Background: an optimization exercise with open tools, aiming at small area, a short achievable clock period and few clock cycles per item. Do not read the settings as production practice. Where RTL was checked, it was by simulation tests only, not by an equivalence proof against the original. Power and IR drop assume default switching activity.

==> flow/design.v <==
package proc_pkg;
    localparam int unsigned ADDR_W = 24;
    localparam int unsigned DATA_W = 8;
endpackage
module dmem_array (
    input  logic        clk,
    output logic [1:0]  ph,           
    input  logic [1:0]  bus_v,        
    input  logic [9:0]  bus_ring,     
    input  logic [15:0] bus_data,     
    input  logic [5:0]  raddr,        
    output logic [31:0] rquart        
);
    logic [2047:0] st;
    logic [1:0]    ph_q;
    always_ff @(posedge clk) begin
        ph_q <= ph_q + 2'd1;
    end
    assign ph = ph_q;
    for (genvar r = 0; r < 64; r++) begin : g_ring
        localparam int B = r % 2;
        logic inj;
        assign inj = bus_v[B] && (bus_ring[5*B +: 5] == 5'(r / 2));
        always_ff @(posedge clk) begin
            st[32*r +  8 +: 8] <= st[32*r      +: 8];
            st[32*r + 16 +: 8] <= st[32*r +  8 +: 8];
            st[32*r + 24 +: 8] <= st[32*r + 16 +: 8];
            st[32*r      +: 8] <= inj ? bus_data[8*B +: 8] : st[32*r + 24 +: 8];
        end
    end
    logic [1:0]   rpos;
    assign rpos = raddr[1:0] + ph_q;
    for (genvar q = 0; q < 4; q++) begin : g_quart
        logic [31:0] rring;
        assign rring = st[512*q + 32*raddr[5:2] +: 32];
        always_comb begin
            case (rpos)
                2'd0:    rquart[8*q +: 8] = rring[ 7: 0];
                2'd1:    rquart[8*q +: 8] = rring[15: 8];
                2'd2:    rquart[8*q +: 8] = rring[23:16];
                default: rquart[8*q +: 8] = rring[31:24];
            endcase
        end
    end
endmodule
module data_mem_ctrl #(
    parameter int unsigned NPEND = 11
) (
    input  logic        clk,
    input  logic        rst_n,
    input  logic [23:0] bus_addr_in,
    input  logic        bus_req,
    input  logic        bus_we,
    input  logic [7:0]  bus_wdata,
    output logic [7:0]  bus_rdata,
    output logic        bus_busy,
    output logic        bus_done,
    output logic        bus_err
);
    logic       busy_q;
    logic       done_q;
    logic       err_q;
    logic [7:0] rdata_q;
    logic       oor_c;
    logic       acc_c;
    logic       wr_c;
    logic [7:0] addr_c;
    assign oor_c  = |bus_addr_in[23:8];
    assign acc_c  = rst_n && bus_req && !busy_q;
    assign wr_c   = acc_c && bus_we && !oor_c;
    assign addr_c = bus_addr_in[7:0];
    logic [NPEND-1:0] pv;
    logic [7:0]       pa [NPEND];
    logic [7:0]       pd [NPEND];
    logic [1:0]       bv;
    logic [7:0]       ba [2];
    logic [7:0]       bd [2];
    logic [1:0]       ph;
    logic [NPEND-1:0] hit;       
    logic [NPEND-1:0] nxt;       
    logic [NPEND-1:0] sel0;      
    logic [NPEND-1:0] sel1;      
    logic [NPEND-1:0] mv;
    logic [NPEND-1:0] ins;       
    logic [NPEND-1:0] upd;       
    logic [NPEND-1:0] pv_d;
    logic [1:0]       bhit;      
    logic [1:0] nxt_k;
    always_ff @(posedge clk) begin
        nxt_k <= 2'd0 - ph;
    end
    for (genvar i = 0; i < NPEND; i++) begin : g_cmp
        assign hit[i] = pv[i] && (pa[i] == addr_c);
        assign nxt[i] = pv[i] && (pa[i][1:0] == nxt_k);
    end
    for (genvar b = 0; b < 2; b++) begin : g_bcmp
        assign bhit[b] = bv[b] && (ba[b] == addr_c);
    end
    logic [NPEND-1:0] sel0_q;
    logic [NPEND-1:0] sel1_q;
    always_comb begin
        logic f0, f1;
        sel0 = '0;
        sel1 = '0;
        f0   = 1'b0;
        f1   = 1'b0;
        for (int i = 0; i < NPEND; i++) begin
            if (nxt[i] && !pa[i][2] && !f0) begin
                sel0[i] = 1'b1;
                f0      = 1'b1;
            end
            if (nxt[i] && pa[i][2] && !f1) begin
                sel1[i] = 1'b1;
                f1      = 1'b1;
            end
        end
    end
    always_ff @(posedge clk) begin
        sel0_q <= sel0;
        sel1_q <= sel1;
    end
    assign mv  = sel0_q | sel1_q;
    assign upd = hit & {NPEND{wr_c}};
    always_comb begin
        logic fi;
        ins = '0;
        fi  = 1'b0;
        for (int i = 0; i < NPEND; i++) begin
            if (!pv[i] && !fi) begin
                ins[i] = wr_c;
                fi     = 1'b1;
            end
        end
    end
    assign pv_d = ins | (pv & ~mv & ~upd);
    always_ff @(posedge clk) begin
        pv <= pv_d;
        for (int i = 0; i < NPEND; i++) begin
            if (ins[i]) begin
                pa[i] <= addr_c;
                pd[i] <= bus_wdata;
            end
        end
    end
    always_ff @(posedge clk) begin
        logic [7:0] a0, a1, d0, d1;
        a0 = '0;
        a1 = '0;
        d0 = '0;
        d1 = '0;
        for (int i = 0; i < NPEND; i++) begin
            a0 = a0 | ({8{sel0_q[i]}} & pa[i]);
            a1 = a1 | ({8{sel1_q[i]}} & pa[i]);
            d0 = d0 | ({8{sel0_q[i]}} & pd[i]);
            d1 = d1 | ({8{sel1_q[i]}} & pd[i]);
        end
        bv    <= {|sel1_q, |sel0_q};
        ba[0] <= a0;
        ba[1] <= a1;
        bd[0] <= d0;
        bd[1] <= d1;
    end
    logic [7:0] fwd;
    always_comb begin
        fwd = '0;
        if (|hit) begin
            for (int i = 0; i < NPEND; i++) begin
                fwd = fwd | ({8{hit[i]}} & pd[i]);
            end
        end else begin
            fwd = ({8{bhit[0]}} & bd[0]) | ({8{bhit[1]}} & bd[1]);
        end
    end
    logic        s1_v;
    logic        s1_err;
    logic [1:0]  s1_quart;
    logic [31:0] s1_cand;
    logic        s1_hit;
    logic [7:0]  s1_fwd;
    logic [31:0] rquart;
    always_ff @(posedge clk) begin
        if (!rst_n) begin
            s1_v   <= 1'b0;
            done_q <= 1'b0;
        end else begin
            s1_v   <= acc_c;
            done_q <= s1_v;
        end
        busy_q   <= !rst_n || (&(pv | ins));
        s1_err   <= oor_c;
        s1_quart <= addr_c[7:6];
        s1_cand  <= rquart;
        s1_hit   <= (|hit) || (|bhit);
        s1_fwd   <= fwd;
        err_q    <= s1_err;
        rdata_q  <= s1_hit ? s1_fwd : s1_cand[8*s1_quart +: 8];
    end
    dmem_array u_array (
        .clk      (clk),
        .ph       (ph),
        .bus_v    (bv),
        .bus_ring ({ba[1][7:3], ba[0][7:3]}),
        .bus_data ({bd[1], bd[0]}),
        .raddr    (addr_c[5:0]),
        .rquart   (rquart)
    );
    assign bus_rdata = rdata_q;
    assign bus_busy  = busy_q;
    assign bus_done  = done_q;
    assign bus_err   = err_q;
endmodule
module data_mem_top (
    input  logic        clk,
    input  logic        rst_n,
    input  logic [23:0] addr_in,
    input  logic        req,
    input  logic        we,
    input  logic [7:0]  wdata,
    output logic [7:0]  rdata,
    output logic        busy,
    output logic        done,
    output logic        err
);
    data_mem_ctrl u_ctrl (
        .clk         (clk),
        .rst_n       (rst_n),
        .bus_addr_in (addr_in),
        .bus_req     (req),
        .bus_we      (we),
        .bus_wdata   (wdata),
        .bus_rdata   (rdata),
        .bus_busy    (busy),
        .bus_done    (done),
        .bus_err     (err)
    );
endmodule
make LEC_CHECK=0 CAP_MARGIN=20 CORE_MARGIN=2 CORE_UTILIZATION=60 CTS_BUF_LIST='sky130_fd_sc_hd__clkbuf_8 sky130_fd_sc_hd__clkbuf_16' CTS_CLUSTER_DIAMETER=120 CTS_CLUSTER_SIZE=24 SETUP_SLACK_MARGIN=2.2 SLEW_MARGIN=20 finish   # period 4.5 ns
run.sh (not shown) runs the stock make flow with config.mk's settings and CLKGATE_MAP_FILE= SYNTH_SCRIPT=/design/flow/synth_recipe.tcl, a recipe that flattens the netlist after the stock synthesis.
Testbench counts at the start, summed over its fixed seeds: cycles 4,816, items 4,800.
Next try:
--- a/flow/design.v
+++ b/flow/design.v
@@ -44,7 +44,7 @@
     end
 endmodule
 module data_mem_ctrl #(
-    parameter int unsigned NPEND = 11
+    parameter int unsigned NPEND = 10
 ) (
     input  logic        clk,
     input  logic        rst_n,
@@ -87,7 +87,7 @@
     logic [1:0]       bhit;      
     logic [1:0] nxt_k;
     always_ff @(posedge clk) begin
-        nxt_k <= 2'd0 - ph;
+        nxt_k <= 2'd1 - ph;
     end
     for (genvar i = 0; i < NPEND; i++) begin : g_cmp
         assign hit[i] = pv[i] && (pa[i] == addr_c);
@@ -96,8 +96,6 @@
     for (genvar b = 0; b < 2; b++) begin : g_bcmp
         assign bhit[b] = bv[b] && (ba[b] == addr_c);
     end
-    logic [NPEND-1:0] sel0_q;
-    logic [NPEND-1:0] sel1_q;
     always_comb begin
         logic f0, f1;
         sel0 = '0;
@@ -115,11 +113,7 @@
             end
         end
     end
-    always_ff @(posedge clk) begin
-        sel0_q <= sel0;
-        sel1_q <= sel1;
-    end
-    assign mv  = sel0_q | sel1_q;
+    assign mv  = sel0 | sel1;
     assign upd = hit & {NPEND{wr_c}};
     always_comb begin
         logic fi;
@@ -127,19 +121,17 @@
         fi  = 1'b0;
         for (int i = 0; i < NPEND; i++) begin
             if (!pv[i] && !fi) begin
-                ins[i] = wr_c;
+                ins[i] = wr_c && !(|upd);
                 fi     = 1'b1;
             end
         end
     end
-    assign pv_d = ins | (pv & ~mv & ~upd);
+    assign pv_d = ins | (pv & ~mv) | upd;
     always_ff @(posedge clk) begin
         pv <= pv_d;
         for (int i = 0; i < NPEND; i++) begin
-            if (ins[i]) begin
-                pa[i] <= addr_c;
-                pd[i] <= bus_wdata;
-            end
+            if (ins[i]) pa[i] <= addr_c;
+            if (ins[i] || upd[i]) pd[i] <= bus_wdata;
         end
     end
     always_ff @(posedge clk) begin
@@ -149,12 +141,12 @@
         d0 = '0;
         d1 = '0;
         for (int i = 0; i < NPEND; i++) begin
-            a0 = a0 | ({8{sel0_q[i]}} & pa[i]);
-            a1 = a1 | ({8{sel1_q[i]}} & pa[i]);
-            d0 = d0 | ({8{sel0_q[i]}} & pd[i]);
-            d1 = d1 | ({8{sel1_q[i]}} & pd[i]);
-        end
-        bv    <= {|sel1_q, |sel0_q};
+            a0 = a0 | ({8{sel0[i]}} & pa[i]);
+            a1 = a1 | ({8{sel1[i]}} & pa[i]);
+            d0 = d0 | ({8{sel0[i]}} & pd[i]);
+            d1 = d1 | ({8{sel1[i]}} & pd[i]);
+        end
+        bv    <= {|sel1, |sel0};
         ba[0] <= a0;
         ba[1] <= a1;
         bd[0] <= d0;
@@ -186,7 +178,7 @@
             s1_v   <= acc_c;
             done_q <= s1_v;
         end
-        busy_q   <= !rst_n || (&(pv | ins));
+        busy_q   <= !rst_n || (&pv_d);
         s1_err   <= oor_c;
         s1_quart <= addr_c[7:6];
         s1_cand  <= rquart;
What happened:
- area after synthesis drops by 1.4%
- die area decreases by 1.4%
- cell count is higher by 0.33%
- global-route usage goes down by 1.1 points
- flip-flop and latch count shrinks by 39
- routed wire length decreases by 3.7%
- via count goes down by 0.96%
- worst hold slack improved by 3.2 ps
- clock power is about the same
- cell area increases by 0.93%
- sequential share of layout area is lower by 1.6 points
- utilization went up by 1.2 points
Only the layout flow was run in the second run of this note; the RTL was not checked for function there.

==> static timing again, ports no longer ideal <==
The flow's constraints put no driver on any port. The routed layouts listed below were extracted and timed again, unchanged, in two steps. Step 1 (the two cells are an assumption about what drives the block):
set clk [get_ports {clk}]
set_driving_cell -lib_cell sky130_fd_sc_hd__clkbuf_16 $clk
set_driving_cell -lib_cell sky130_fd_sc_hd__buf_2 [delete_from_list [all_inputs] $clk]
Step 2 moves the port delays by t, midway between the first and last clock arrival at a register: inputs arrive t later, outputs are due t later. That takes back most of the time a late clock gives input paths. Slacks: ideal ports / drivers / drivers and shift; pairs: ideal ports / drivers.
run	t, ns	slack for setup (ns)	hold slack, ns	worst setup path after step 2	worst data-port slew with drivers (ns)
the first run	0.835	2.066 / 1.900 / 1.065	0.335 / 0.321 / 0.335	input to register	0.29
the second run	0.821	1.770 / 1.738 / 0.917	0.339 / 0.339 / 0.339	input to register	0.38
After both steps setup and hold are still met in every run listed. The setup slack of the first run, which loses most, moves by -0.166 ns with the drivers and by -1.001 ns with both steps.
